This design comes from an exercise in tuning for small area and a short achievable clock period on the open sky130 flow, not from production work.
Only simulation tests tie the RTL to the original design; equivalence was not proved.
No activity file was given, so power comes from the tool's default toggle rates. No driver is modelled on the clock port, so clocking that relies on it looks cheaper here than on a real chip.

`flow/flow/run.sh`:
```
#!/bin/bash
export BUFFER_PORTS_ARGS="-buffer_cell sky130_fd_sc_hd__buf_2"
export SETUP_SLACK_MARGIN=5.5
export CTS_ARGS="-sink_clustering_enable -repair_clock_nets -buf_list sky130_fd_sc_hd__clkbuf_16 -sink_clustering_size 25 -sink_clustering_max_diameter 100 -dont_use_dummy_load"
bash standard.sh > standard.log 2>&1
```
`flow/standard.sh`:
```
#!/bin/bash
# synth_recipe.tcl (not shown) runs the flow's synth.tcl, then flattens the netlist and writes it again
# the make line also repeats each setting of config.mk as NAME=value (left out here)
make -C /OpenROAD-flow-scripts/flow DESIGN_CONFIG=/design/flow/config.mk WORK_HOME=/design/flow/orfs CLKGATE_MAP_FILE= SYNTH_SCRIPT=/design/flow/synth_recipe.tcl "${@:-finish}"
```
`flow/config.mk`:
```
export PLATFORM = sky130hd
export DESIGN_NAME = merge_fifo_ctrl
export DESIGN_NICKNAME = merge_fifo_ctrl
export VERILOG_FILES = /design/flow/design.v
export SDC_FILE = /design/flow/constraint.sdc
export NUM_CORES = 4
export LEC_CHECK = 0
export CAP_MARGIN = 20
export CORE_MARGIN = 2
export CORE_UTILIZATION = 65
export CTS_BUF_LIST = sky130_fd_sc_hd__clkbuf_16
export CTS_CLUSTER_DIAMETER = 100
export CTS_CLUSTER_SIZE = 25
export SLEW_MARGIN = 20
export SYNTH_MEMORY_MAX_BITS = 8192
```
`flow/constraint.sdc`:
```
create_clock -name core_clock -period 10.0 [get_ports {clk_i}]
set_input_delay 2.0000 -clock core_clock [delete_from_list [all_inputs] [get_ports {clk_i}]]
set_output_delay 2.0000 -clock core_clock [all_outputs]
set_load 0.01 [all_outputs]
```
`flow/design.v`:
```
package merge_fifo_ctrl_pkg;
   localparam int OUT_DEPTH = 2;
   typedef enum logic {CH0 = 1'b0, CH1 = 1'b1} chan_e;
endpackage
module tdpram_v #(
   parameter int NROW   = 16,
   parameter int NCOL   = 16,
   parameter int DWIDTH = 17
) (
   input  logic              clk_i,
   input  logic              wen_i,
   input  logic [DWIDTH-1:0] wdata_i,
   input  logic [NROW-1:0]   rrow_n_i,
   input  logic [NCOL-1:0]   rcol_n_i,
   output logic [DWIDTH-1:0] rdata_o
);
   localparam int NWORDS = NROW * NCOL;
   logic [DWIDTH-1:0] mem [NWORDS];
   always_ff @(posedge clk_i) begin
      if (wen_i) begin
         mem[0] <= wdata_i;
         for (int w = 1; w < NWORDS; w++)
            mem[w] <= mem[w - 1];
      end
   end
   logic [DWIDTH-1:0] row_q [NROW];
   always_comb begin
      for (int r = 0; r < NROW; r++) begin
         row_q[r] = '1;
         for (int c = 0; c < NCOL; c++)
            row_q[r] = row_q[r] & (mem[r * NCOL + c] | {DWIDTH{rcol_n_i[c]}});
      end
      rdata_o = '1;
      for (int r = 0; r < NROW; r++)
         rdata_o = rdata_o & (row_q[r] | {DWIDTH{rrow_n_i[r]}});
   end
endmodule
module merge_fifo_ctrl #(
   parameter int AWIDTH = 8,
   parameter int DWIDTH = 16
) (
   input  logic              clk_i,
   input  logic              rst_i,
   input  logic [DWIDTH-1:0] s0_data_i,
   input  logic              s0_valid_i,
   output logic              s0_ready_o,
   input  logic [DWIDTH-1:0] s1_data_i,
   input  logic              s1_valid_i,
   output logic              s1_ready_o,
   output logic [DWIDTH-1:0] m_data_o,
   output logic              m_chan_o,
   output logic              m_valid_o,
   input  logic              m_ready_i,
   output logic [AWIDTH+1:0] level_o,
   output logic              full_o,
   output logic              empty_o
);
   localparam int PTR_W    = AWIDTH + 1;   
   localparam int CHAN_BIT = DWIDTH;
   localparam int RW       = DWIDTH + 1;
   localparam int LW       = AWIDTH + 2;
   localparam int NWORDS   = 2 ** AWIDTH;
   localparam int CW       = 5;
   localparam int NCOL     = 2 ** CW;
   localparam int NROW     = NWORDS / NCOL;
   logic [PTR_W-1:0]  occ_q;
   logic [LW-1:0]     level_q;
   logic              full_q, empty_q, ram_empty_q, valid_q;
   logic              rd_pend;
   logic [1:0]        out_cnt;
   merge_fifo_ctrl_pkg::chan_e last_grant;
   logic              wst_valid;
   logic [RW-1:0]     wst_data;
   logic [AWIDTH-1:0] rd_pos;
   logic [NROW-1:0]   rd_row_n;
   logic [NCOL-1:0]   rd_col_n;
   logic [RW-1:0]     out_q, skid_q, ram_rd;
   logic              gnt0, gnt1, acc0, acc1, acc, pop, issue;
   assign gnt0 = s0_valid_i && (!s1_valid_i || last_grant == merge_fifo_ctrl_pkg::CH1);
   assign gnt1 = s1_valid_i && (!s0_valid_i || last_grant == merge_fifo_ctrl_pkg::CH0);
   assign s0_ready_o = gnt0 && !full_q && !rst_i;
   assign s1_ready_o = gnt1 && !full_q && !rst_i;
   assign acc0       = s0_ready_o;
   assign acc1       = s1_ready_o;
   assign acc        = acc0 || acc1;
   assign full_o    = full_q;
   assign empty_o   = empty_q;
   assign level_o   = level_q;
   assign m_valid_o = valid_q;
   assign m_data_o  = out_q[DWIDTH-1:0];
   assign m_chan_o  = out_q[CHAN_BIT];
   assign pop       = valid_q && m_ready_i;
   always_comb begin
      case ({out_cnt, rd_pend})
         3'b000, 3'b001, 3'b010: issue = !ram_empty_q;
         3'b011, 3'b100:         issue = !ram_empty_q && m_ready_i;
         default:                issue = 1'b0;
      endcase
   end
   always_ff @(posedge clk_i) begin
      if (rst_i) begin
         occ_q       <= '0;
         level_q     <= '0;
         full_q      <= 1'b0;
         empty_q     <= 1'b1;
         ram_empty_q <= 1'b1;
         valid_q     <= 1'b0;
         rd_pend     <= 1'b0;
         out_cnt     <= 2'd0;
         last_grant  <= merge_fifo_ctrl_pkg::CH1;
      end else begin
         if (acc && !issue) begin
            occ_q       <= occ_q + PTR_W'(1);
            full_q      <= (occ_q == PTR_W'(NWORDS - 1));
            ram_empty_q <= 1'b0;
         end else if (!acc && issue) begin
            occ_q       <= occ_q - PTR_W'(1);
            full_q      <= 1'b0;
            ram_empty_q <= (occ_q == PTR_W'(1));
         end
         if (acc && !pop) begin
            level_q <= level_q + LW'(1);
            empty_q <= 1'b0;
         end else if (!acc && pop) begin
            level_q <= level_q - LW'(1);
            empty_q <= (level_q == LW'(1));
         end
         if (acc)
            last_grant <= acc1 ? merge_fifo_ctrl_pkg::CH1 : merge_fifo_ctrl_pkg::CH0;
         rd_pend <= issue;
         out_cnt <= out_cnt + 2'(rd_pend) - 2'(pop);
         valid_q <= (out_cnt + 2'(rd_pend) - 2'(pop)) != 2'd0;
      end
   end
   assign rd_pos = AWIDTH'(occ_q - PTR_W'(1));
   always_ff @(posedge clk_i) begin
      rd_col_n <= ~(NCOL'(1) << rd_pos[CW-1:0]);
      rd_row_n <= ~(NROW'(1) << rd_pos[AWIDTH-1:CW]);
   end
   always_ff @(posedge clk_i) begin
      wst_valid <= acc;
      wst_data  <= acc1 ? {1'b1, s1_data_i} : {1'b0, s0_data_i};
   end
   always_ff @(posedge clk_i) begin
      if (pop || out_cnt == 2'd0)
         out_q <= (out_cnt == 2'd2) ? skid_q : ram_rd;
      if (pop || out_cnt != 2'd2)
         skid_q <= ram_rd;
   end
   tdpram_v #(
      .NROW   (NROW),
      .NCOL   (NCOL),
      .DWIDTH (RW)
   ) u_ram (
      .clk_i   (clk_i),
      .wen_i   (wst_valid),
      .wdata_i (wst_data),
      .rrow_n_i (rd_row_n),
      .rcol_n_i (rd_col_n),
      .rdata_o (ram_rd)
   );
endmodule
```
==> impl_metrics.ini, run 1 <==
[status]
status = no timing/DRC/antenna violations

[cts]
cts.path.max_buffers = 3
cts_tree = yes
cts_sinks = 4471
clk_pin_slew_ps = 90
cts_made_buffers = 196
cts-root-buf = clkbuf_16
htreeDepth = 4
insertion_delay_ps = 880

[detailed_routing]
drc = 0
num_vias = 89300
first_iter_violations = 15900
drtAntennaViolNets = 0
routedWlPerCell_um = 38.7
vias_per_cell = 7.87
wirelength_mm = 439
firstDrtPassIters = 8

[pwr]
power.share.switching_pct = 28.7
clkPwrFrac_pct = 22.6
combinationalPowerShare_pct = 16.7
switchingPower_mw = 11.3
leakage_nw = 52.4
power.density_mw_per_mm2 = 238
peakVddDrop_mv = 0.234
sequentialPowerShare_pct = 60.8
p_int_mw = 28.1
total_power_mw = 39.4

[critical_path]
reg2reg_slack_ps = 5480
worstPathCellList = buf_16 -> nor2_4 -> nand2_2 -> a21oi_4 -> buf_6
path_max_fanout = 2
cpPeakStageDelay_ps = 200
worstSetupStartpointType = input port
cp.required_ps = 8000
critPathCaptureType = output port
critPathArrivalTime_ps = 2610
path_class = in2out
critical_path.slowest_cell = a21oi_4
cp_num_buf_inv = 2
cp_top_family = buffers and inverters

[place]
port_buffers = 68
dp_hpwl_mm = 224
place_inst = 11100
place.gp.congestion = 0.851

[global_routing]
antenna_found_initial = 6
gr-usage-all-layers_pct = 35.0
grt_start_max_net_pins = 203
overflow = 0
grt_pass1_vias = 83200
grt_pass1_wl_mm = 607

[floorplanning]
ios = 69
die_h_um = 495
std_cell_rows = 180
coreArea_mm2 = 0.240
fp.dieW_um = 495
dieArea_mm2 = 0.245
start_util_pct = 65.3

[logic_synthesis]
synth_edf_count = 4386
yosys-top-cells-count = 4386 x edfxtp_1, 2042 x o22ai_1, 329 x nor4_1, 220 x or4_1, 218 x buf_2
synthFlopType = edfxtp_1
yosys-top-cells-area = edfxtp_1 84%, o22ai_1 8.1%, nor4_1 1.3%, dfxtp_1 1.1%, or4_1 1.1%
post_synth.cell_area_avg_um2 = 19.0
synthArstFlopShare_pct = 0
ys_seq_area_share_pct = 85.0
yosysUniqueCellTypes = 46
netlist_area_mm2 = 0.157
synthCells = 8253
ys_ff_latch = 4471
synth.most_common_cell = edfxtp_1
syn-num-nets = 8305
synth_warnings = 4
synth_area_leader_cell = edfxtp_1
synth_top_area_share_pct = 83.9

[sta]
finalCritPeriodShare_pct = 46.1
period_needed_ps = 4610
relSlewSlack_pct = 20.1
final-setup-viol-count = 0
fmax_mhz = 217
slew_viol_final = 0
hold_viol_final = 0
worstMarginPinSlew_ps = 1200
fin_worst_skew_ps = 53.2
finalSetupTns_ps = 0
rsz0062_at_grt = true

[min_path]
hold_path_class = reg2reg

[layout]
final_cells = 11300
area_growth_pct = 5.55
drive_above_1_share_pct = 6.53
finish.utilization_pct = 68.9
nets = 8206

[flow_run]
maxCapViolCount = 0
[layout by cell type, fill, tap and decap left out, types with 9 or more instances in the layout]
cell and instances:
a41oi_1 70, nor4_2 14, o221ai_1 69, buf_4 107, mux2_2 17, ha_1 15, xor2_1 10, a21oi_1 86
nor2_1 119, nand3_1 9, or4_4 17, clkbuf_16 196, edfxtp_1 4386, buf_12 41, o22ai_1 2042, dfxtp_4 34
dfxtp_1 44, buf_2 66, o22a_1 69, inv_1 13, nor4_1 329, o31ai_2 17, nand2_1 69, or4_1 220
[through the flow]
step	cell area, um^2	hold WS [ps]	setup WS, ps
finish	166000	407	5390
global route	166000	429	5360
CTS	166000	407	5350
detailed placement	161000	389	4980
global placement	161000	389	4850
floorplan	157000	386	-20710
[worst reg2reg max path, cell delays in order, from the launching register on]
cell     delay [ps]
dfxtp_4         740
buf_4           830
buf_4           800
o22ai_1         250
nor4_1          310
a41oi_1         380
or4_1           780
o31ai_2         270
[repair_timing]
action	CTS	global route
gates resized for setup	10	0
pin swaps	2	2
cloned	1	0
endpoints found under the setup margin	2	4
setup buffers	1	2
hold buffers	0	0
[per-layer routing]
layer | vias to the layer above | GRT usage (%) | part of all wire, %
li1 | 34700 | - | -
met1 | 46100 | 53.5 | 38
met2 | 7487 | 51.3 | 45
met3 | 904 | 8.14 | 14
met4 | 2 | 9.93 | 3.3
met5 | - | 0.176 | 0.014
[cell type report]
cell class | count | area, um^2
flip-flops and latches | 4471 | 134000
fillers | 15200 | 74700
multi-input cells | 3254 | 21100
clock buffers | 196 | 4900
well taps | 3185 | 3990
repair buffers | 218 | 2040
inverters | 13 | 48.8
diodes | 4 | 10.0
[state kept, by name, summed over array words and instances, names as in the netlist]
signal,count
u_ram.mem,4352
rd_col_n,32
out_q,17
skid_q,17
wst_data,17
level_q,10
occ_q,9
rd_row_n,8
out_cnt,2
empty_q,1
full_q,1
last_grant,1
ram_empty_q,1
rd_pend,1
valid_q,1
wst_valid,1
[cells by family after synthesis]
family          after synthesis  synth area share (%)
flops                      4471                  85.0
simple gates                826                  3.26
buf+inv                     528                  1.57
fa+ha+maj                    15                 0.120
mux                          21                 0.147
compound gates             2374                  9.80
xor+xnor                     18                 0.100
[path summary, 6_finish.rpt]
kind,startpoint,to,depth (start not counted)
worst max-delay path,rst_i,s1_ready_o,5
worst max register to register,rd_col_n[22]$_DFF_P_,out_q[10]$_DFFE_PP_,7
worst min-delay path,wst_data[14]$_DFF_P_,u_ram.mem[0][14]$_DFFE_PP_,0
worst min register to register,wst_data[14]$_DFF_P_,u_ram.mem[0][14]$_DFFE_PP_,0
[power groups by stage]
stage	registers, mW	logic (mW)	clock network [mW]
after floorplan	25.5	3.66	0
after global placement	24.2	6.33	0
after detailed placement	24.3	6.40	0
after CTS	23.9	6.41	8.98
after global routing	24.0	6.89	9.54
final	23.9	6.56	8.89
==> inputs of run 2 (changes only) <==
--- a/flow/flow/run.sh
+++ b/flow/flow/run.sh
@@ -4,2 +4,2 @@
 export CTS_ARGS="-sink_clustering_enable -repair_clock_nets -buf_list sky130_fd_sc_hd__clkbuf_16 -sink_clustering_size 25 -sink_clustering_max_diameter 100 -dont_use_dummy_load"
-bash standard.sh > standard.log 2>&1
+bash standard.sh MATCH_CELL_FOOTPRINT=0 finish > standard.log 2>&1
==> run 2 against run 1 <==
Non-clock buffer count did not move. Die area did not move. Wire length barely moved. Count of clock-buffer cells in the layout did not move. Utilization barely moved. Global-route usage did not move. Still clean on timing, DRC and antenna. Register-to-register slack barely moved. Total power barely moved. Final cell count did not move.
==> impl_metrics.ini, run 2 <==
[cts]
cts-root-buf = clkbuf_16
clk_pin_slew_ps = 90
cts_tree = yes
cts_hold_buf = 0
htreeDepth = 4
insertion_delay_ps = 890
cts_sinks = 4471
cts.path.max_buffers = 3
cts_made_buffers = 196

[layout]
reg_top3 = u_ram.mem x4352, rd_col_n x32
drive_above_1_share_pct = 6.53
area_growth_pct = 5.54
n_fill_cell = 15200
layout_commonest_cell = edfxtp_1
nets = 8206
largest_reg_flops = 4352
regMostFlops = u_ram.mem
final_cells = 11300
mostFrequentLayoutCells = 4386 x edfxtp_1, 2042 x o22ai_1, 329 x nor4_1, 220 x or4_1, 197 x clkbuf_16

[place]
port_buffers = 68
place_inst = 11100
dp_hpwl_mm = 224
place.gp.congestion = 0.851

[critical_path]
reg2reg_from = rd_col_n[22]$_DFF_P_
critPathCaptureType = output port
worstSetupStartpointType = input port
worstPathCellList = buf_16 -> nor2_4 -> nand2_2 -> a21oi_4 -> buf_6
critPathArrivalTime_ps = 2610
cp.required_ps = 8000
cpPeakStageDelay_ps = 200
path_max_fanout = 2
path_class = in2out
critPathLaunch = rst_i
cp_top_family = buffers and inverters
cp_num_buf_inv = 2
critical_path.slowest_cell = a21oi_4

[pwr]
peakVddDrop_mv = 0.235
leakage_nw = 52.4
power.density_mw_per_mm2 = 238

[logic_synthesis]
post_synth.cell_area_avg_um2 = 19.0
synth_area_leader_cell = edfxtp_1
yosys-top-cells-count = 4386 x edfxtp_1, 2042 x o22ai_1, 329 x nor4_1, 220 x or4_1, 218 x buf_2
synthArstFlopShare_pct = 0
synth_top_area_share_pct = 83.9
synth.most_common_cell = edfxtp_1
syn-num-nets = 8305
synthCells = 8253
ys_ff_latch = 4471
yosysUniqueCellTypes = 46
ys_seq_area_share_pct = 85.0
yosys-top-cells-area = edfxtp_1 84%, o22ai_1 8.1%, nor4_1 1.3%, dfxtp_1 1.1%, or4_1 1.1%
synthFlopType = edfxtp_1
synth_warnings = 4
synth_edf_count = 4386
netlist_area_mm2 = 0.157

[min_path]
hp-start = wst_data[14]$_DFF_P_
hold_path_class = reg2reg

[floorplanning]
dieArea_mm2 = 0.245
ios = 69
std_cell_rows = 180
start_util_pct = 65.3
die_h_um = 495
fp.dieW_um = 495
coreArea_mm2 = 0.240

[detailed_routing]
first_iter_violations = 15900
wirelength_mm = 439
num_vias = 89200
drc = 0
drtAntennaViolNets = 0
firstDrtPassIters = 6
routedWlPerCell_um = 38.7
vias_per_cell = 7.87

[sta]
rsz0062_at_grt = true
relSlewSlack_pct = 19.4
final-setup-viol-count = 0
slew_viol_final = 0
hold_viol_final = 0
finalSetupTns_ps = 0
finalCritPeriodShare_pct = 46.1
fmax_mhz = 217
period_needed_ps = 4610
worstMarginPinSlew_ps = 1210
fin_worst_skew_ps = 53.7

[status]
status = no timing/DRC/antenna violations

[global_routing]
grt_start_max_net_pins = 203
antenna_found_initial = 6
gr-usage-all-layers_pct = 35.0
overflow = 0
grt_pass1_wl_mm = 607
grt_pass1_vias = 83200

[flow_run]
maxCapViolCount = 0
==> run 2: stage by stage <==
step / power [mW] / instance area, um^2 / setup WS (ps) / util, % / hold WS [ps]
2_1_floorplan: 29.2 / 157000 / -20710 / - / 386
3_3_place_gp: 30.5 / 161000 / 4850 / 66.8 / 389
3_5_place_dp: 30.7 / 161000 / 4980 / 66.8 / 389
4_1_cts: 39.3 / 166000 / 5350 / 68.9 / 407
5_1_grt: 40.5 / 166000 / 5360 / 68.9 / 429
6_report: 39.4 / 166000 / 5390 / 68.9 / 408
==> run 2: layer usage <==
metal / vias up / part of all wire, % / track usage (%)
met2: 7546 / 45 / 51.3
met4: 2 / 3.2 / 9.93
met3: 880 / 14 / 8.14
li1: 34700 / - / -
met1: 46100 / 38 / 53.5
met5: - / 0.014 / 0.176
==> run 2: worst register-to-register path: stages, from the launching register on <==
cell	delay [ps]
dfxtp_4	740
buf_4	830
buf_4	800
o22ai_1	250
nor4_1	310
a41oi_1	380
or4_1	780
o31ai_2	270
==> run 2: cell families (layout without fill, tap and decap cells) <==
| kind of cell | count (synthesis) | in the layout | share of synthesized area [%] |
|---|---|---|---|
| xor+xnor | 18 | 18 | 0.100 |
| compound gates | 2374 | 2374 | 9.80 |
| simple gates | 826 | 826 | 3.26 |
| other cells | 0 | 4 | 0 |
| buf+inv | 528 | 427 | 1.57 |
| fa+ha+maj | 15 | 15 | 0.120 |
| mux | 21 | 21 | 0.147 |
| flops | 4471 | 4471 | 85.0 |
==> run 2: area by class of cell <==
cell class | count | area [um^2] | share of cell area, %
Antenna cell | 4 | 10.0 | 0.00604
Inverter | 13 | 48.8 | 0.0295
Multi-Input combinational cell | 3254 | 21100 | 12.8
Clock buffer | 196 | 4900 | 2.96
Tap cell | 3185 | 3990 | 2.41
Timing Repair Buffer | 218 | 2030 | 1.23
Sequential cell | 4471 | 134000 | 80.6
==> run 2: worst paths after layout <==
path                                 to  slack [ps]  cells past startpoint
max                          s1_ready_o        5390                      5
min          u_ram.mem[0][14]$_DFFE_PP_         410                      0
max reg2reg         out_q[10]$_DFFE_PP_        5470                      7
min reg2reg  u_ram.mem[0][14]$_DFFE_PP_         410                      0
==> run 2: what timing repair did <==
action,4_1_cts,5_1_grt
setup endpoints to repair,2,4
pin swaps,2,2
buffers inserted,1,2
gates resized for setup,11,0
gates cloned,1,0
==> run 2: report_power, final <==
part / switching (mW) / internal (mW)
registers: 1.41 / 22.5
logic: 4.50 / 2.07
clock network: 5.38 / 3.50
total: 11.3 / 28.1
==> inputs of run 3 (changes only) <==
--- a/flow/design.v
+++ b/flow/design.v
@@ -77,3 +77,3 @@
    logic [RW-1:0]     out_q, skid_q, ram_rd;
-   logic              gnt0, gnt1, acc0, acc1, acc, pop, issue;
+   logic              gnt0, gnt1, acc, sel1, pop, issue;
    assign gnt0 = s0_valid_i && (!s1_valid_i || last_grant == merge_fifo_ctrl_pkg::CH1);
@@ -82,5 +82,4 @@
    assign s1_ready_o = gnt1 && !full_q && !rst_i;
-   assign acc0       = s0_ready_o;
-   assign acc1       = s1_ready_o;
-   assign acc        = acc0 || acc1;
+   assign acc        = (s0_valid_i || s1_valid_i) && !full_q && !rst_i;
+   assign sel1       = (last_grant == merge_fifo_ctrl_pkg::CH0) ? s1_valid_i : !s0_valid_i;
    assign full_o    = full_q;
@@ -128,3 +127,3 @@
          if (acc)
-            last_grant <= acc1 ? merge_fifo_ctrl_pkg::CH1 : merge_fifo_ctrl_pkg::CH0;
+            last_grant <= sel1 ? merge_fifo_ctrl_pkg::CH1 : merge_fifo_ctrl_pkg::CH0;
          rd_pend <= issue;
@@ -141,3 +140,3 @@
       wst_valid <= acc;
-      wst_data  <= acc1 ? {1'b1, s1_data_i} : {1'b0, s0_data_i};
+      wst_data  <= sel1 ? {1'b1, s1_data_i} : {1'b0, s0_data_i};
    end
==> flow/flow/run.sh (replaced) <==
#!/bin/bash
export BUFFER_PORTS_ARGS="-buffer_cell sky130_fd_sc_hd__buf_2"
export SETUP_SLACK_MARGIN=5.5
export CTS_ARGS="-sink_clustering_enable -repair_clock_nets -buf_list sky130_fd_sc_hd__clkbuf_16 -sink_clustering_size 25 -sink_clustering_max_diameter 100 -dont_use_dummy_load"
bash standard.sh > standard.log 2>&1
==> run 3 against run 2 <==
Total power fell by 3.1%. Critical endpoint is now s0_ready_o. Largest power group unchanged. First-iteration DRC count up 0.39%. Global-route usage down 0.28 points. Sequential power shrank 2%. Wire length down 0.85%. Via count down 0.46%. Highest routed layer unchanged. Utilization barely moved. Combinational power down 9.8%. Count of clock-buffer cells in the layout unchanged. Final cell count up 0.16%. Hold slack got worse by 9.7 ps.
==> impl_metrics.ini, run 3 <==
[logic_synthesis]
synth-simple-area-share_pct = 3.38
yosys-top-cells-area = edfxtp_1 84%, o22ai_1 8.1%, nor4_1 1.3%, dfxtp_1 1.1%, or4_1 1.1%
synthMuxAreaShare_pct = 0.0391
yosys-top-cells-count = 4386 x edfxtp_1, 2041 x o22ai_1, 328 x nor4_1, 232 x buf_2, 221 x or4_1
synthCells = 8283
yosysUniqueCellTypes = 52
syn-num-nets = 8335
ys_seq_area_share_pct = 85.0
synth_edf_count = 4386
synth_top_family_by_area = compound AO/OA/AOI/OAI gates
synthAdderAreaFrac_pct = 0.120
synth_top_area_share_pct = 83.9
synth_compound_area_share_pct = 9.79
synth_area_leader_cell = edfxtp_1
synthArstFlopShare_pct = 0
post_synth.cell_area_avg_um2 = 18.9
synth.most_common_cell = edfxtp_1
ys_ff_latch = 4471
netlist_area_mm2 = 0.157
synth_warnings = 4
synthXorXnorAreaFrac_pct = 0.112
synthFlopType = edfxtp_1

[detailed_routing]
num_vias = 88800
firstDrtPassIters = 6
drc = 0
vias_per_cell = 7.82
first_iter_violations = 16000
drtAntennaViolNets = 0
wirelength_mm = 435
routedWlPerCell_um = 38.3

[global_routing]
grt_start_max_net_pins = 214
grt_pass1_vias = 82400
gr-usage-all-layers_pct = 34.7
antenna_found_initial = 9
grt_pass1_wl_mm = 603
overflow = 0

[pwr]
p_int_mw = 27.5
peakVddDrop_mv = 0.207
power.density_mw_per_mm2 = 230
combinationalPowerShare_pct = 15.5
power.share.switching_pct = 28.0
switchingPower_mw = 10.7
sequentialPowerShare_pct = 61.2
clkPwrFrac_pct = 23.3
leakage_nw = 52.7
total_power_mw = 38.2

[sta]
finalCritPeriodShare_pct = 44.9
fmax_mhz = 222
fin_ws_ps = 5510
relSlewSlack_pct = 16.3
hold_ws_ps = 398
slew_viol_final = 0
hold_viol_final = 0
finalSetupTns_ps = 0
period_needed_ps = 4490
rsz0062_at_grt = true
fin_worst_skew_ps = 39.3
worstMarginPinSlew_ps = 1260
final-setup-viol-count = 0

[cts]
cts_sinks = 4471
htreeDepth = 4
clk_pin_slew_ps = 100
cts_tree = yes
cts-root-buf = clkbuf_16
cts.path.max_buffers = 3
cts_made_buffers = 196
insertion_delay_ps = 880
cts_hold_buf = 0

[place]
dp_hpwl_mm = 213
dpl_cell_area_mm2 = 0.160
place.gp.congestion = 0.838
port_buffers = 68
place_ws_ps = 5080

[layout]
regMostFlops = u_ram.mem
layout_commonest_cell = edfxtp_1
mostFrequentLayoutCells = 4386 x edfxtp_1, 2041 x o22ai_1, 328 x nor4_1, 221 x or4_1, 196 x clkbuf_16
largest_reg_flops = 4352
fin_area_mm2 = 0.166
nets = 8217
reg_top3 = u_ram.mem x4352, rd_col_n x32
area_growth_pct = 5.52
drive_above_1_share_pct = 6.11

[critical_path]
worstRegToRegCells = 7
path_max_fanout = 3
worstSetupStartpointType = input port
critPathArrivalTime_ps = 2490
r2r-end = out_q[5]$_DFFE_PP_
path_class = in2out
reg2reg_from = rd_col_n[20]$_DFF_P_
reg2reg_slack_ps = 5520
cp.required_ps = 8000
critPathCaptureType = output port

[floorplanning]
die_h_um = 495
coreArea_mm2 = 0.240
start_util_pct = 65.3
fp.dieW_um = 495
dieArea_mm2 = 0.245
ios = 69
std_cell_rows = 180

[min_path]
hold_path_class = reg2reg
hold_depth = 0
hp-start = wst_data[13]$_DFF_P_
hold_end = u_ram.mem[0][13]$_DFFE_PP_

[flow_run]
maxCapViolCount = 0

[status]
status = no timing/DRC/antenna violations
-- run 3: logic make-up (layout without fill, tap and decap cells) --
family                     after synthesis  in the layout
AOI/OAI and AO/OA                     2371           2371
xor gates and xnor gates                20             20
adders and majority gates               15             15
buffers and inverters                  527            407
DFF                                   4471           4471
muxes                                    6              6
other                                    0             11
and+or+nand+nor                        873            873
-- run 3: worst max-delay path by stage --
stage	cells past startpoint	endpoint	slack, ps	start
finish	4	s0_ready_o	5510	rst_i
global route	4	s1_ready_o	5480	rst_i
CTS	4	s1_ready_o	5480	rst_i
detailed placement	4	s1_ready_o	5080	rst_i
global placement	4	s1_ready_o	5070	rst_i
floorplan	0	u_ram.mem[0][0]$_DFFE_PP_	-20710	wst_valid$_DFF_P_
-- run 3: through the flow --
stage	instances	utilization [%]
6_report	11400	68.9
5_1_grt	11300	68.9
4_1_cts	11300	68.9
3_5_place_dp	11100	66.8
3_3_place_gp	11100	66.8
2_1_floorplan	8283	-
-- run 3: layout make-up --
| type | count | area [um^2] |
|---|---|---|
| sequential | 4471 | 134000 |
| multi-input combinational | 3285 | 21100 |
| inverter | 11 | 41.3 |
| tap | 3185 | 3990 |
| antenna | 11 | 27.5 |
| timing repair buffer | 200 | 1940 |
| fill | 15300 | 74700 |
| clock buffer | 196 | 4900 |
-- run 3: timing repair --
action | CTS | global route
gates cloned | 1 | 0
setup buffers | 3 | 1
endpoints found under the hold margin | 0 | 0
resized for setup | 15 | 7
pin swaps | 3 | 2
endpoints found under the setup margin | 9 | 10
-- run 3: power by group through the flow --
stage               clock, mW  sequential (mW)  combinational (mW)
detailed placement          0             23.7                5.77
finish                   8.88             23.4                5.92
global route             9.52             23.4                6.22
floorplan                   0             24.4                3.45
CTS                      8.96             23.3                5.80
global placement            0             23.7                5.71
-- run 3: worst max-delay path, stage by stage --
cell and delay (ps):
buf_16 110, nor2_4 90, and3_4 190, buf_6 100
-- run 3: metal layers --
layer	up-vias	routed length (um)	global-route usage, %
li1	34800	-	-
met1	45900	165000	53.0
met2	7289	196000	51.2
met3	858	59600	7.70
met4	4	14400	10.1
met5	-	30	0
==> inputs of run 4 (changes only) <==
==> flow/flow/run.sh (replaced) <==
#!/bin/bash
export BUFFER_PORTS_ARGS="-buffer_cell sky130_fd_sc_hd__buf_2"
export SETUP_SLACK_MARGIN=5.8
export CTS_ARGS="-sink_clustering_enable -repair_clock_nets -buf_list sky130_fd_sc_hd__clkbuf_16 -sink_clustering_size 28 -sink_clustering_max_diameter 120 -dont_use_dummy_load"
bash standard.sh > standard.log 2>&1
==> run 4 against run 3 <==
Non-clock buffer count rose by 5. Worst setup slack barely moved. Highest routed layer unchanged. Register-to-register slack improved by 300 ps. Global-route usage increased by 0.15 points. Final cell count hardly changed. First-iteration DRC count down 1.3%. Die area did not move. Wire length grew 0.80%. Largest power group unchanged. Sequential power is essentially flat. Still clean on timing, DRC and antenna. Clock skew increased by 4.6 ps.
==> impl_metrics.ini, run 4 <==
[critical_path]
worstSetupStartpointType = input port
cpPeakStageDelay_ps = 190
path_class = in2out
cp.required_ps = 8000
critPathArrivalTime_ps = 2490
critPathCaptureType = output port
critical_path.slowest_cell = and3_4
path_max_fanout = 3
reg2reg_from = rd_col_n[15]$_DFF_P_
worstRegToRegCells = 7
critPathLaunch = rst_i
worstPathCellList = buf_16 -> nor2_4 -> and3_4 -> buf_6
reg2reg_slack_ps = 5820
r2r-end = out_q[2]$_DFFE_PP_

[logic_synthesis]
synth_warnings = 4
synth.most_common_cell = edfxtp_1
synthFlopType = edfxtp_1
netlist_area_mm2 = 0.157
yosys-top-cells-area = edfxtp_1 84%, o22ai_1 8.1%, nor4_1 1.3%, dfxtp_1 1.1%, or4_1 1.1%
synth_edf_count = 4386
synth_area_leader_cell = edfxtp_1
synth_top_area_share_pct = 83.9
yosysUniqueCellTypes = 52
synthArstFlopShare_pct = 0
syn-num-nets = 8335
ys_seq_area_share_pct = 85.0
post_synth.cell_area_avg_um2 = 18.9
synthCells = 8283
ys_ff_latch = 4471
yosys-top-cells-count = 4386 x edfxtp_1, 2041 x o22ai_1, 328 x nor4_1, 232 x buf_2, 221 x or4_1

[floorplanning]
die_h_um = 495
coreArea_mm2 = 0.240
std_cell_rows = 180
dieArea_mm2 = 0.245
ios = 69
fp.dieW_um = 495
start_util_pct = 65.3

[global_routing]
grt_pass1_vias = 82500
overflow = 0
grt_pass1_wl_mm = 604
antenna_found_initial = 12
gr-usage-all-layers_pct = 34.8
grt_start_max_net_pins = 214

[cts]
cts_sinks = 4471
clk_pin_slew_ps = 100
htreeDepth = 4
cts_tree = yes
cts_made_buffers = 177
cts_hold_buf = 0
insertion_delay_ps = 900
cts.path.max_buffers = 3
cts-root-buf = clkbuf_16

[detailed_routing]
wirelength_mm = 438
drc = 0
drtAntennaViolNets = 0
num_vias = 89100
first_iter_violations = 15800
firstDrtPassIters = 8
routedWlPerCell_um = 38.6
vias_per_cell = 7.86

[pwr]
power.density_mw_per_mm2 = 229
peakVddDrop_mv = 0.215
total_power_mw = 37.8
leakage_nw = 52.5

[layout]
area_growth_pct = 5.36
finish.utilization_pct = 68.8
largest_reg_flops = 4352
reg_top3 = u_ram.mem x4352, rd_col_n x32
mostFrequentLayoutCells = 4386 x edfxtp_1, 2041 x o22ai_1, 328 x nor4_1, 221 x or4_1, 178 x clkbuf_16
nets = 8203
drive_above_1_share_pct = 5.96
regMostFlops = u_ram.mem
layout_commonest_cell = edfxtp_1

[place]
place.gp.congestion = 0.838
dp_hpwl_mm = 213
port_buffers = 68

[sta]
hold_viol_final = 0
worstMarginPinSlew_ps = 1320
relSlewSlack_pct = 11.7
finalSetupTns_ps = 0
slew_viol_final = 0
final-setup-viol-count = 0
finalCritPeriodShare_pct = 44.9
period_needed_ps = 4490
fin_worst_skew_ps = 44.0
rsz0062_at_grt = true
fmax_mhz = 222
hold_ws_ps = 426

[status]
status = no timing/DRC/antenna violations

[min_path]
hold_depth = 0
hold_end = u_ram.mem[167][9]$_DFFE_PP_
hold_path_class = reg2reg
hp-start = u_ram.mem[166][9]$_DFFE_PP_

[flow_run]
maxCapViolCount = 0
-- run 4: cell counts after synthesis --
Identical to the previous run, type by type.
-- run 4: area by class of cell --
class                      count  area [um^2]
timing repair buffer         205         2150
multi-input combinational   3285        21200
clock buffer                 177         4430
inverter                      11         41.3
antenna                       14         35.0
tap                         3185         3990
sequential                  4471       134000
fill                       15300        75000
-- run 4: critical path, delay by kind of cell --
family | cells | cell delay (ps)
buf+inv | 2 | 210
simple gates | 2 | 290
-- run 4: how the worst max path moves through the flow --
stage / endpoint / slack, ps
2_1_floorplan: u_ram.mem[0][0]$_DFFE_PP_ / -20710
3_3_place_gp: s1_ready_o / 5070
3_5_place_dp: s1_ready_o / 5080
4_1_cts: s1_ready_o / 5490
5_1_grt: s1_ready_o / 5480
6_report: s1_ready_o / 5510
-- run 4: per-stage QoR --
stage / instance area [um^2] / setup slack (ps) / cells
5_1_grt: 165000 / 5480 / 11300
4_1_cts: 165000 / 5490 / 11300
3_5_place_dp: 160000 / 5080 / 11100
2_1_floorplan: 157000 / -20710 / 8283
3_3_place_gp: 160000 / 5070 / 11100
6_report: 165000 / 5510 / 11300
-- run 4: power by group --
| group | switching (mW) | leakage, nW | total (mW) | internal (mW) |
|---|---|---|---|---|
| Combinational | 4.04 | 7.61 | 6.00 | 1.96 |
| Sequential | 1.29 | 42.7 | 23.3 | 22.0 |
| Clock | 5.29 | 2.18 | 8.49 | 3.19 |
| Total | 10.6 | 52.5 | 37.8 | 27.2 |
-- run 4: repair_timing --
action | in CTS | in global routing
endpoints found under the setup margin | 36 | 18
buffers inserted | 7 | 2
pin swaps | 2 | 2
resized for setup | 28 | 16
gates cloned | 1 | 1
-- run 4: cell families after synthesis --
family                     count (synthesis)  share of synthesized area, %
buffers and inverters                    527                          1.55
muxes                                      6                        0.0391
adders and majority gates                 15                         0.120
and+or+nand+nor                          873                          3.38
AOI/OAI and AO/OA                       2371                          9.79
xor gates and xnor gates                  20                         0.112
DFF                                     4471                          85.0
-- run 4: per-layer routing --
| metal | global-route usage [%] | routed length (um) | vias up |
|---|---|---|---|
| met5 | 0 | 62 | - |
| met4 | 10.3 | 13900 | 8 |
| met3 | 7.85 | 61600 | 824 |
| met2 | 51.5 | 197000 | 7608 |
| met1 | 53.0 | 166000 | 45900 |
| li1 | - | - | 34800 |
==> inputs of run 5 (changes only) <==
==> flow/flow/run.sh (replaced) <==
#!/bin/bash
export BUFFER_PORTS_ARGS="-buffer_cell sky130_fd_sc_hd__buf_2"
export SETUP_SLACK_MARGIN=5.8
export CTS_ARGS="-sink_clustering_enable -repair_clock_nets -buf_list sky130_fd_sc_hd__clkbuf_16 -sink_clustering_size 30 -sink_clustering_max_diameter 100 -dont_use_dummy_load"
bash standard.sh > standard.log 2>&1
==> run 5 against run 4 <==
Still clean on timing, DRC and antenna. Sequential cell count did not move. Hold slack got worse by 38 ps. Count of clock-buffer cells in the layout decreased by 10. Critical endpoint is now s0_ready_o. Largest cell class unchanged.
==> impl_metrics.ini, run 5 <==
[critical_path]
reg2reg_from = rd_col_n[16]$_DFF_P_
worstPathCellList = buf_16 -> nor2_4 -> and3_4 -> buf_6
cp_num_buf_inv = 2
cpPeakStageDelay_ps = 190
critPathCaptureType = output port
worstSetupStartpointType = input port
cp_top_family = simple AND/OR/NAND/NOR gates
worstRegToRegCells = 6
critical_path.slowest_cell = and3_4
path_max_fanout = 3
r2r-end = out_q[15]$_DFFE_PP_
critPathArrivalTime_ps = 2490
path_class = in2out
reg2reg_slack_ps = 5810
cp.required_ps = 8000

[cts]
cts-root-buf = clkbuf_16
cts.path.max_buffers = 3
cts_tree = yes
htreeDepth = 4
clk_pin_slew_ps = 100
insertion_delay_ps = 850
cts_made_buffers = 167
cts_sinks = 4471

[logic_synthesis]
synthFlopType = edfxtp_1
syn-num-nets = 8335
synth_area_leader_cell = edfxtp_1
ys_seq_area_share_pct = 85.0
post_synth.cell_area_avg_um2 = 18.9
ys_ff_latch = 4471
netlist_area_mm2 = 0.157
synth_edf_count = 4386
yosys-top-cells-area = edfxtp_1 84%, o22ai_1 8.1%, nor4_1 1.3%, dfxtp_1 1.1%, or4_1 1.1%
yosysUniqueCellTypes = 52
synth_top_area_share_pct = 83.9
synth_warnings = 4
synthCells = 8283
yosys-top-cells-count = 4386 x edfxtp_1, 2041 x o22ai_1, 328 x nor4_1, 232 x buf_2, 221 x or4_1
synth.most_common_cell = edfxtp_1
synthArstFlopShare_pct = 0

[pwr]
power.density_mw_per_mm2 = 228
leakage_nw = 52.4
total_power_mw = 37.6
peakVddDrop_mv = 0.209

[floorplanning]
dieArea_mm2 = 0.245
coreArea_mm2 = 0.240
std_cell_rows = 180
ios = 69
start_util_pct = 65.3
fp.dieW_um = 495
die_h_um = 495

[detailed_routing]
num_vias = 88600
drc = 0
vias_per_cell = 7.82
routedWlPerCell_um = 38.5
drtAntennaViolNets = 0
wirelength_mm = 436
first_iter_violations = 15400
firstDrtPassIters = 6

[min_path]
hp-start = u_ram.mem[39][11]$_DFFE_PP_
hold_depth = 0
hold_path_class = reg2reg
hold_end = u_ram.mem[40][11]$_DFFE_PP_

[sta]
finalSetupTns_ps = 0
relSlewSlack_pct = 14.9
rsz0062_at_grt = true
worstMarginPinSlew_ps = 1280
slew_viol_final = 0
period_needed_ps = 4490
hold_viol_final = 0
fin_worst_skew_ps = 67.3
final-setup-viol-count = 0
finalCritPeriodShare_pct = 44.9
fmax_mhz = 222

[layout]
mostFrequentLayoutCells = 4386 x edfxtp_1, 2041 x o22ai_1, 328 x nor4_1, 221 x or4_1, 167 x clkbuf_16
layout_commonest_cell = edfxtp_1
regMostFlops = u_ram.mem
largest_reg_flops = 4352
reg_top3 = u_ram.mem x4352, rd_col_n x32
drive_above_1_share_pct = 5.81
n_fill_cell = 15300
area_growth_pct = 5.13
nets = 8191

[place]
place.gp.congestion = 0.838
dp_hpwl_mm = 213
port_buffers = 68

[status]
status = no timing/DRC/antenna violations

[global_routing]
gr-usage-all-layers_pct = 34.7
grt_pass1_wl_mm = 602
grt_pass1_vias = 82300
antenna_found_initial = 11
grt_start_max_net_pins = 214
overflow = 0

[flow_run]
maxCapViolCount = 0
run 5: cell counts after synthesis:
No cell type changed its count.
run 5: worst max-delay path by stage:
stage          cells after the start  slack, ps         startpoint                   endpoint
2_1_floorplan                      0     -20710  wst_valid$_DFF_P_  u_ram.mem[0][0]$_DFFE_PP_
3_3_place_gp                       4       5070              rst_i                 s1_ready_o
3_5_place_dp                       4       5080              rst_i                 s1_ready_o
4_1_cts                            4       5490              rst_i                 s1_ready_o
5_1_grt                            4       5480              rst_i                 s1_ready_o
6_report                           4       5510              rst_i                 s0_ready_o
run 5: worst register-to-register path, stage by stage, from the launching register on:
cell and delay (ps):
dfxtp_4 1180, buf_4 950, o22ai_1 250, nor4_1 370, a41oi_1 220, or4_1 790, o31ai_2 280
run 5: per-layer routing:
layer | track usage (%) | wire, um | vias to the layer above
met1 | 53.0 | 166000 | 45900
met2 | 51.6 | 197000 | 7165
li1 | - | - | 34700
met5 | 0 | 54 | -
met4 | 9.75 | 14200 | 8
met3 | 7.58 | 58300 | 813
run 5: timing repair:
action,CTS,global route
hold buffers,0,0
cloned,1,0
setup endpoints to repair,35,16
endpoints found under the hold margin,0,0
setup buffers,5,3
pin swaps,2,2
gates resized for setup,26,12
run 5: cell families (layout without fill, tap and decap cells):
family                     Yosys count  after routing  share of synthesized area (%)
other                                0              9                              0
buffers and inverters              527            381                           1.55
adders and majority gates           15             15                          0.120
and+or+nand+nor                    873            873                           3.38
DFF                               4471           4471                           85.0
xor gates and xnor gates            20             20                          0.112
AOI/OAI and AO/OA                 2371           2371                           9.79
muxes                                6              6                         0.0391
run 5: power by group:
| part | switching, mW | internal (mW) |
|---|---|---|
| Combinational | 4.02 | 1.95 |
| Clock | 5.24 | 3.02 |
| Sequential | 1.29 | 22.0 |
run 5: layout make-up:
cell class | count | area, um^2 | share of cell area [%]
Clock buffer | 167 | 4180 | 2.53
Sequential cell | 4471 | 134000 | 80.9
Timing Repair Buffer | 203 | 2070 | 1.26
Antenna cell | 9 | 22.5 | 0.0137
Tap cell | 3185 | 3990 | 2.42
Multi-Input combinational cell | 3285 | 21100 | 12.8
Inverter | 11 | 41.3 | 0.0250
run 5: stage by stage:
step / setup slack (ps) / std cells / cell area (um^2) / utilization (%) / hold WS (ps)
final: 5510 / 11300 / 165000 / 68.7 / 388
after global routing: 5480 / 11300 / 165000 / 68.6 / 384
after CTS: 5490 / 11300 / 165000 / 68.6 / 379
after detailed placement: 5080 / 11100 / 160000 / 66.8 / 389
after global placement: 5070 / 11100 / 160000 / 66.8 / 389
after floorplan: -20710 / 8283 / 157000 / - / 386
==> inputs of run 6 (changes only) <==
--- a/flow/design.v
+++ b/flow/design.v
@@ -68,2 +68,4 @@
    logic              full_q, empty_q, ram_empty_q, valid_q;
+   logic              pri0_q, pri1_q, full_d;
+   merge_fifo_ctrl_pkg::chan_e last_grant_d;
    logic              rd_pend;
@@ -80,4 +82,4 @@
    assign gnt1 = s1_valid_i && (!s0_valid_i || last_grant == merge_fifo_ctrl_pkg::CH0);
-   assign s0_ready_o = gnt0 && !full_q && !rst_i;
-   assign s1_ready_o = gnt1 && !full_q && !rst_i;
+   assign s0_ready_o = !rst_i && s0_valid_i && (pri0_q || (!s1_valid_i && !full_q));
+   assign s1_ready_o = !rst_i && s1_valid_i && (pri1_q || (!s0_valid_i && !full_q));
    assign acc        = (s0_valid_i || s1_valid_i) && !full_q && !rst_i;
@@ -97,2 +99,21 @@
       endcase
+   end
+   always_comb begin
+      full_d = full_q;
+      if (acc && !issue)
+         full_d = (occ_q == PTR_W'(NWORDS - 1));
+      else if (!acc && issue)
+         full_d = 1'b0;
+      last_grant_d = last_grant;
+      if (acc)
+         last_grant_d = sel1 ? merge_fifo_ctrl_pkg::CH1 : merge_fifo_ctrl_pkg::CH0;
+   end
+   always_ff @(posedge clk_i) begin
+      if (rst_i) begin
+         pri0_q <= 1'b1;
+         pri1_q <= 1'b0;
+      end else begin
+         pri0_q <= !full_d && last_grant_d == merge_fifo_ctrl_pkg::CH1;
+         pri1_q <= !full_d && last_grant_d == merge_fifo_ctrl_pkg::CH0;
+      end
    end
==> flow/flow/run.sh (replaced) <==
#!/bin/bash
export BUFFER_PORTS_ARGS="-buffer_cell sky130_fd_sc_hd__buf_2"
export SETUP_SLACK_MARGIN=5.8
export CTS_ARGS="-sink_clustering_enable -repair_clock_nets -buf_list sky130_fd_sc_hd__clkbuf_16 -sink_clustering_size 28 -sink_clustering_max_diameter 120 -dont_use_dummy_load"
bash standard.sh > standard.log 2>&1
==> run 6 against run 5 <==
Still clean on timing, DRC and antenna. Fmax down 0.27%. Register-to-register slack better by 30 ps. Synthesized cell count down 0.25%. Global-route usage about the same. Via count up 0.63%. First-iteration DRC count up 5.5%. Hold slack better by 27 ps. Count of clock-buffer cells in the layout up 10. Critical path type unchanged. Largest cell class unchanged.
==> impl_metrics.ini, run 6 <==
[sta]
fin_ws_ps = 5490
fin_worst_skew_ps = 46.5
relSlewSlack_pct = 15.2
slew_viol_final = 0
final-setup-viol-count = 0
fmax_mhz = 222
rsz0062_at_grt = true
period_needed_ps = 4510
finalCritPeriodShare_pct = 45.1
finalSetupTns_ps = 0
worstMarginPinSlew_ps = 1270
hold_viol_final = 0

[place]
place_inst = 11100
place.gp.congestion = 0.839
place_ws_ps = 5280
dp_hpwl_mm = 219
port_buffers = 68

[logic_synthesis]
synth.most_common_cell = edfxtp_1
synthFlopType = edfxtp_1
yosys-top-cells-count = 4386 x edfxtp_1, 2041 x o22ai_1, 333 x nor4_1, 235 x buf_2, 221 x or4_1
synth_top_family_by_area = compound AO/OA/AOI/OAI gates
synthMuxAreaShare_pct = 0.154
netlist_area_mm2 = 0.157
synthXorXnorAreaFrac_pct = 0.117
synth_compound_area_share_pct = 9.78
synth_area_leader_cell = edfxtp_1
yosys-top-cells-area = edfxtp_1 84%, o22ai_1 8.1%, nor4_1 1.3%, dfxtp_1 1.1%, or4_1 1.1%
yosysUniqueCellTypes = 49
synthAdderAreaFrac_pct = 0.128
synth_edf_count = 4386
post_synth.cell_area_avg_um2 = 19.0
ys_seq_area_share_pct = 85.0
syn-num-nets = 8315
synthCells = 8262
synthArstFlopShare_pct = 0
synth_warnings = 4
synth_top_area_share_pct = 83.9
ys_ff_latch = 4473
synth-simple-area-share_pct = 3.27

[status]
status = no timing/DRC/antenna violations

[floorplanning]
dieArea_mm2 = 0.245
ios = 69
die_h_um = 495
fp.dieW_um = 495
coreArea_mm2 = 0.240
start_util_pct = 65.3
std_cell_rows = 180

[cts]
cts_tree = yes
insertion_delay_ps = 900
cts_sinks = 4473
cts_made_buffers = 177
cts_hold_buf = 0
cts-root-buf = clkbuf_16
htreeDepth = 4
clk_pin_slew_ps = 100
cts.path.max_buffers = 3

[layout]
nets = 8193
multi_input_area_mm2 = 0.0212
layout_commonest_cell = edfxtp_1
regMostFlops = u_ram.mem
n_fill_cell = 15200
regArea_mm2 = 0.134
area_growth_pct = 5.41
drive_above_1_share_pct = 6.22
mostFrequentLayoutCells = 4386 x edfxtp_1, 2041 x o22ai_1, 333 x nor4_1, 221 x or4_1, 179 x clkbuf_16
largest_reg_flops = 4352
finish.utilization_pct = 68.9
final_cells = 11300
reg_top3 = u_ram.mem x4352, rd_col_n x32

[detailed_routing]
drtAntennaViolNets = 0
wirelength_mm = 440
first_iter_violations = 16300
num_vias = 89100
drc = 0
firstDrtPassIters = 8
routedWlPerCell_um = 38.8
vias_per_cell = 7.87

[global_routing]
grt_pass1_vias = 82500
gr-usage-all-layers_pct = 34.7
grt_start_max_net_pins = 218
grt_pass1_wl_mm = 603
antenna_found_initial = 17
overflow = 0

[pwr]
peakVddDrop_mv = 0.246
total_power_mw = 38.0
leakage_nw = 52.5
power.density_mw_per_mm2 = 229

[flow_run]
maxCapViolCount = 0

[critical_path]
critPathCaptureType = output port
critPathArrivalTime_ps = 2510
reg2reg_slack_ps = 5840
path_max_fanout = 4
cp.required_ps = 8000
path_class = in2out
worstSetupStartpointType = input port

[min_path]
hold_path_class = reg2reg
run 6: cell count changes after synthesis, sizes merged, moves of 3 or more:
cell	change
buf	-19
xor2	+3
nand2	-47
mux2	+16
nor2	+7
inv	+5
clkbuf	+17
run 6: final timing paths:
kind,from,to,depth (start not counted)
max,s0_valid_i,s1_ready_o,5
min reg2reg,wst_data[7]$_DFF_P_,u_ram.mem[0][7]$_DFFE_PP_,0
min,wst_data[7]$_DFF_P_,u_ram.mem[0][7]$_DFFE_PP_,0
max reg2reg,rd_col_n[6]$_DFF_P_,out_q[12]$_DFFE_PP_,7
run 6: routing by layer:
layer	vias to the layer above	global-route usage, %	part of all wire [%]
met1	46200	54.1	38
met4	6	9.90	3.1
met3	757	7.26	14
met5	-	0	0.0093
li1	34700	-	-
met2	7468	50.6	45
run 6: report_power, final:
| part | switching [mW] | internal [mW] |
|---|---|---|
| Combinational | 4.21 | 1.96 |
| Clock | 5.32 | 3.19 |
| Sequential | 1.22 | 22.1 |
run 6: cells by family after synthesis:
| kind of cell | Yosys count |
|---|---|
| compound gates | 2369 |
| xor+xnor | 21 |
| fa+ha+maj | 16 |
| buf+inv | 529 |
| flops | 4473 |
| mux | 22 |
| simple gates | 832 |
run 6: critical path, stage by stage:
cell     delay (ps)
buf_8           100
nor2_4           70
nor2_2           50
nor3b_2         140
buf_2           150
run 6: final cells by class:
cell class | count | share of cell area, %
Clock buffer | 177 | 2.68
Timing Repair Buffer | 213 | 1.35
Antenna cell | 9 | 0.0136
Sequential cell | 4473 | 80.7
Multi-Input combinational cell | 3260 | 12.8
Tap cell | 3185 | 2.41
Inverter | 15 | 0.0340
run 6: what timing repair did:
| action | in CTS | in global routing |
|---|---|---|
| gates resized for setup | 26 | 19 |
| setup endpoints to repair | 32 | 21 |
| cloned | 0 | 2 |
| endpoints found under the hold margin | 0 | 0 |
| buffers inserted | 6 | 5 |
| pin swaps | 6 | 3 |
run 6: per-stage QoR:
step / cell area [um^2] / hold WS [ps]
floorplan: 157000 / 386
global placement: 161000 / 390
detailed placement: 161000 / 391
CTS: 165000 / 415
global route: 165000 / 421
finish: 165000 / 415
==> inputs of run 7 (changes only) <==
--- a/flow/design.v
+++ b/flow/design.v
@@ -68,4 +68,2 @@
    logic              full_q, empty_q, ram_empty_q, valid_q;
-   logic              pri0_q, pri1_q, full_d;
-   merge_fifo_ctrl_pkg::chan_e last_grant_d;
    logic              rd_pend;
@@ -82,4 +80,4 @@
    assign gnt1 = s1_valid_i && (!s0_valid_i || last_grant == merge_fifo_ctrl_pkg::CH0);
-   assign s0_ready_o = !rst_i && s0_valid_i && (pri0_q || (!s1_valid_i && !full_q));
-   assign s1_ready_o = !rst_i && s1_valid_i && (pri1_q || (!s0_valid_i && !full_q));
+   assign s0_ready_o = gnt0 && !full_q && !rst_i;
+   assign s1_ready_o = gnt1 && !full_q && !rst_i;
    assign acc        = (s0_valid_i || s1_valid_i) && !full_q && !rst_i;
@@ -99,21 +97,2 @@
       endcase
-   end
-   always_comb begin
-      full_d = full_q;
-      if (acc && !issue)
-         full_d = (occ_q == PTR_W'(NWORDS - 1));
-      else if (!acc && issue)
-         full_d = 1'b0;
-      last_grant_d = last_grant;
-      if (acc)
-         last_grant_d = sel1 ? merge_fifo_ctrl_pkg::CH1 : merge_fifo_ctrl_pkg::CH0;
-   end
-   always_ff @(posedge clk_i) begin
-      if (rst_i) begin
-         pri0_q <= 1'b1;
-         pri1_q <= 1'b0;
-      end else begin
-         pri0_q <= !full_d && last_grant_d == merge_fifo_ctrl_pkg::CH1;
-         pri1_q <= !full_d && last_grant_d == merge_fifo_ctrl_pkg::CH0;
-      end
    end
==> flow/flow/run.sh (replaced) <==
#!/bin/bash
export BUFFER_PORTS_ARGS="-buffer_cell sky130_fd_sc_hd__buf_2"
export SETUP_SLACK_MARGIN=5.8
export CTS_ARGS="-sink_clustering_enable -repair_clock_nets -buf_list sky130_fd_sc_hd__clkbuf_16 -sink_clustering_size 30 -sink_clustering_max_diameter 100 -dont_use_dummy_load"
export PRE_FLOORPLAN_TCL="$(pwd)/flow/ready_gates.tcl"
bash standard.sh > standard.log 2>&1
==> flow/flow/ready_gates.tcl (new file) <==
# Sourced right after the standard synthesis netlist is loaded (PRE_FLOORPLAN_TCL).
# Re-implements the two ready outputs, the only paths from inputs straight to outputs, so that
# rst_i and the other channel's valid reach the output through a single gate:
#   s0_ready_o = !((s1_valid_i & last_grant==CH0) | rst_i | !(s0_valid_i & !full))
#   s1_ready_o = !((s0_valid_i & last_grant==CH1) | rst_i | !(s1_valid_i & !full))
# which is gnt & !full & !rst as in the RTL (CH1 is last_grant = 1). Registers are untouched.
set block [ord::get_db_block]
set db [ord::get_db]

proc rg_master {name} {
  set m [$::db findMaster $name]
  if {$m eq "NULL"} { error "ready_gates: no master $name" }
  return $m
}
proc rg_port_net {name} {
  set bt [$::block findBTerm $name]
  if {$bt eq "NULL"} { error "ready_gates: no port $name" }
  return [$bt getNet]
}
proc rg_q_net {inst_pattern} {
  foreach inst [$::block getInsts] {
    if {[string match $inst_pattern [$inst getName]]} {
      set q [$inst findITerm Q]
      if {$q ne "NULL"} { return [$q getNet] }
    }
  }
  error "ready_gates: no register $inst_pattern"
}
set rg_n 0
proc rg_inst {master conns} {
  incr ::rg_n
  set inst [odb::dbInst_create $::block [rg_master $master] "ready_gates_$::rg_n"]
  foreach {pin net} $conns {
    set it [$inst findITerm $pin]
    if {$it eq "NULL"} { error "ready_gates: no pin $pin on $master" }
    $it connect $net
  }
  return $inst
}
proc rg_new_net {} {
  incr ::rg_n
  return [odb::dbNet_create $::block "ready_gates_net_$::rg_n"]
}
# Remove the cell that drives net (an output port net) and, recursively, any combinational cell
# left without loads.
proc rg_driver {net} {
  foreach it [$net getITerms] {
    if {[$it isOutputSignal]} { return $it }
  }
  return "NULL"
}
proc rg_loads {net} {
  set n 0
  foreach it [$net getITerms] { if {[$it isInputSignal]} { incr n } }
  incr n [llength [$net getBTerms]]
  return $n
}
proc rg_remove_cone {inst} {
  set ins {}
  foreach it [$inst getITerms] {
    set n [$it getNet]
    if {$n eq "NULL"} { continue }
    if {[$it isInputSignal]} { lappend ins $n }
  }
  odb::dbInst_destroy $inst
  foreach n $ins {
    set name [$n getName]
    if {[rg_loads $n] > 0} { continue }
    set d [rg_driver $n]
    if {$d eq "NULL"} { continue }
    set di [$d getInst]
    set mname [[$di getMaster] getName]
    if {[string match "*df*" $mname] || [string match "*conb*" $mname]} { continue }
    if {[llength [$n getBTerms]] > 0} { continue }
    rg_remove_cone $di
  }
}

set rst  [rg_port_net rst_i]
set v0   [rg_port_net s0_valid_i]
set v1   [rg_port_net s1_valid_i]
set r0   [rg_port_net s0_ready_o]
set r1   [rg_port_net s1_ready_o]
set full [rg_q_net {full_q*}]
set lg   [rg_q_net {last_grant*}]

set old0 [[rg_driver $r0] getInst]
set old1 [[rg_driver $r1] getInst]
[rg_driver $r0] disconnect
[rg_driver $r1] disconnect
rg_remove_cone $old0
rg_remove_cone $old1

set nfull [rg_new_net]
rg_inst sky130_fd_sc_hd__inv_2 [list A $full Y $nfull]
set nlg [rg_new_net]
rg_inst sky130_fd_sc_hd__inv_1 [list A $lg Y $nlg]
set n0 [rg_new_net]
rg_inst sky130_fd_sc_hd__nand2_2 [list A $v0 B $nfull Y $n0]
set n1 [rg_new_net]
rg_inst sky130_fd_sc_hd__nand2_2 [list A $v1 B $nfull Y $n1]
rg_inst sky130_fd_sc_hd__a211oi_2 [list A1 $v1 A2 $nlg B1 $rst C1 $n0 Y $r0]
rg_inst sky130_fd_sc_hd__a211oi_2 [list A1 $v0 A2 $lg  B1 $rst C1 $n1 Y $r1]
puts "ready_gates: rebuilt s0_ready_o and s1_ready_o"
==> run 7 against run 6 <==
The flow now stops in floorplan (2_1_floorplan).
==> impl_metrics.ini, run 7 <==
[status]
status = did not finish
stop_stage = floorplan (2_1_floorplan)
stop_error = Error: floorplan.tcl, 5 can't read "::block": no such variable

[logic_synthesis]
synth_warnings = 4
==> inputs of run 8 (changes only) <==
--- a/flow/flow/ready_gates.tcl
+++ b/flow/flow/ready_gates.tcl
@@ -6,4 +6,4 @@
 # which is gnt & !full & !rst as in the RTL (CH1 is last_grant = 1). Registers are untouched.
-set block [ord::get_db_block]
-set db [ord::get_db]
+set ::block [ord::get_db_block]
+set ::db [ord::get_db]
 
@@ -28,3 +28,3 @@
 }
-set rg_n 0
+set ::rg_n 0
 proc rg_inst {master conns} {
==> run 8 against run 7 <==
The run now finishes clean.
==> impl_metrics.ini, run 8 <==
[cts]
cts_sinks = 4471
cts_made_buffers = 167
htreeDepth = 4
insertion_delay_ps = 880
clk_pin_slew_ps = 110
cts-root-buf = clkbuf_16
cts.path.max_buffers = 3
cts_tree = yes

[sta]
fin_worst_skew_ps = 69.6
period_needed_ps = 4490
hold_viol_final = 0
worstMarginPinSlew_ps = 1280
hold_ws_ps = 376
relSlewSlack_pct = 14.6
rsz0062_at_grt = true
slew_viol_final = 0
finalCritPeriodShare_pct = 44.9
finalSetupTns_ps = 0
final-setup-viol-count = 0
fmax_mhz = 223

[logic_synthesis]
netlist_area_mm2 = 0.157
synthCells = 8286
post_synth.cell_area_avg_um2 = 18.9
syn-num-nets = 8338
synth_warnings = 4

[place]
port_buffers = 68
dp_hpwl_mm = 226
place.gp.congestion = 0.847

[detailed_routing]
drtAntennaViolNets = 0
drc = 0
vias_per_cell = 7.88
routedWlPerCell_um = 39.0
firstDrtPassIters = 9
num_vias = 89500
wirelength_mm = 443
first_iter_violations = 16700

[critical_path]
critPathCaptureType = output port
path_class = in2out
critical_path.slowest_cell = a211oi_4
worstPathCellList = buf_16 -> a211oi_4 -> buf_2
cp.required_ps = 8000
cp_num_buf_inv = 2
path_max_fanout = 4
critPathArrivalTime_ps = 2490
cpPeakStageDelay_ps = 210
worstSetupStartpointType = input port
cp_top_family = buffers and inverters

[pwr]
sequentialPowerShare_pct = 61.7
clkPwrFrac_pct = 22.0
peakVddDrop_mv = 0.227
combinationalPowerShare_pct = 16.3
switchingPower_mw = 10.7
leakage_nw = 52.4
power.share.switching_pct = 28.3
power.density_mw_per_mm2 = 228
p_int_mw = 27.0

[layout]
largest_reg_flops = 4352
area_growth_pct = 5.22
mostFrequentLayoutCells = 4386 x edfxtp_1, 2041 x o22ai_1, 328 x nor4_1, 221 x or4_1, 168 x clkbuf_16
nets = 8218
layout_commonest_cell = edfxtp_1
drive_above_1_share_pct = 6.09
regMostFlops = u_ram.mem
reg_top3 = u_ram.mem x4352, rd_col_n x32

[global_routing]
antenna_found_initial = 11
grt_start_max_net_pins = 208
overflow = 0
grt_pass1_vias = 83200
grt_pass1_wl_mm = 608
gr-usage-all-layers_pct = 35.2

[floorplanning]
dieArea_mm2 = 0.245
ios = 69
die_h_um = 495
fp.dieW_um = 495
start_util_pct = 65.3
coreArea_mm2 = 0.240
std_cell_rows = 180

[status]
status = no timing/DRC/antenna violations

[flow_run]
maxCapViolCount = 0

[min_path]
hold_path_class = reg2reg
[run 8: through the flow]
| stage | instances | area (um^2) | util, % | power, mW | worst slack [ps] |
|---|---|---|---|---|---|
| after global routing | 11400 | 165000 | 68.7 | 38.7 | 5480 |
| final | 11400 | 165000 | 68.7 | 37.7 | 5510 |
| after global placement | 11200 | 161000 | 66.8 | 29.5 | 5260 |
| after detailed placement | 11200 | 161000 | 66.8 | 29.6 | 5270 |
| after floorplan | 8286 | 157000 | - | 27.8 | -20710 |
| after CTS | 11300 | 165000 | 68.6 | 37.6 | 5510 |
[run 8: worst reg2reg max path: cells and delay by family, from the launching register on]
| family | cells | cell delay [ps] |
|---|---|---|
| buffers and inverters | 2 | 1280 |
| and+or+nand+nor | 3 | 1270 |
| DFF | 1 | 910 |
| AOI/OAI and AO/OA | 3 | 620 |
[run 8: cell type report]
| type | instances | area (um^2) |
|---|---|---|
| timing repair buffer | 227 | 2190 |
| multi-input combinational | 3286 | 21200 |
| sequential | 4471 | 134000 |
| clock buffer | 167 | 4180 |
| antenna | 17 | 42.5 |
| fill | 15200 | 75200 |
| inverter | 13 | 48.8 |
| tap | 3185 | 3990 |
[run 8: path summary, 6_finish.rpt]
kind	start	to	slack [ps]	depth (start not counted)
worst max-delay path	rst_i	s1_ready_o	5510	3
worst max register to register	rd_col_n[7]$_DFF_P_	out_q[12]$_DFFE_PP_	5750	8
worst min-delay path	u_ram.mem[22][10]$_DFFE_PP_	u_ram.mem[23][10]$_DFFE_PP_	380	0
worst min register to register	u_ram.mem[22][10]$_DFFE_PP_	u_ram.mem[23][10]$_DFFE_PP_	380	0
[run 8: layer usage]
metal,track usage [%],part of all wire [%],vias up,wire [um]
li1,-,-,34800,-
met1,54.0,38,46300,168000
met2,51.7,45,7631,199000
met3,7.21,14,833,61800
met4,11.0,3.3,2,14700
met5,0,0.0036,-,16
[run 8: power by group through the flow]
stage / Clock (mW) / Sequential (mW) / Combinational, mW
global route: 8.91 / 23.3 / 6.43
CTS: 8.37 / 23.2 / 6.00
finish: 8.29 / 23.3 / 6.16
floorplan: 0 / 24.4 / 3.45
detailed placement: 0 / 23.6 / 5.96
global placement: 0 / 23.6 / 5.91
[run 8: timing repair]
action | CTS | global route
gates cloned | 0 | 1
hold buffers | 0 | 0
endpoints found under the setup margin | 32 | 12
pin swaps | 2 | 1
gates resized for setup | 32 | 12
buffers inserted | 2 | 5

port drivers added, routing unchanged:
Ports are ideal in the flow. The routed layouts listed here were re-timed in OpenROAD.
Step 1 sets driving cells, clkbuf_16 on the clock port and buf_2 on the other inputs (assumed; they add their load-dependent delay and slew).
Step 2 also shifts input and output timing later by t, the mid clock arrival at the registers, as if the neighbouring blocks saw the same clock.
Slacks: ideal / step 1 / step 2; pairs: ideal / step 1.
run	t, ns	setup WS [ns]	worst setup path after step 2	slew at the worst register clock pin (ns)
run 1	0.953	5.387 / 5.293 / 5.185	input to register	0.10 / 0.10
run 2	0.954	5.387 / 5.279 / 5.171	input to register	0.10 / 0.10
run 3	0.954	5.505 / 5.430 / 5.430	input to output	0.10 / 0.10
run 4	0.986	5.505 / 5.424 / 5.424	input to output	0.11 / 0.11
run 5	0.918	5.505 / 5.429 / 5.429	input to output	0.12 / 0.12
run 6	0.966	5.493 / 5.451 / 5.451	input to output	0.12 / 0.12
run 8	0.949	5.513 / 5.403 / 5.403	input to output	0.12 / 0.12
After both steps every run listed still meets setup and hold. For run 2, which loses most, drivers alone change the setup slack by -0.108 ns; drivers and shift together by -0.216 ns.
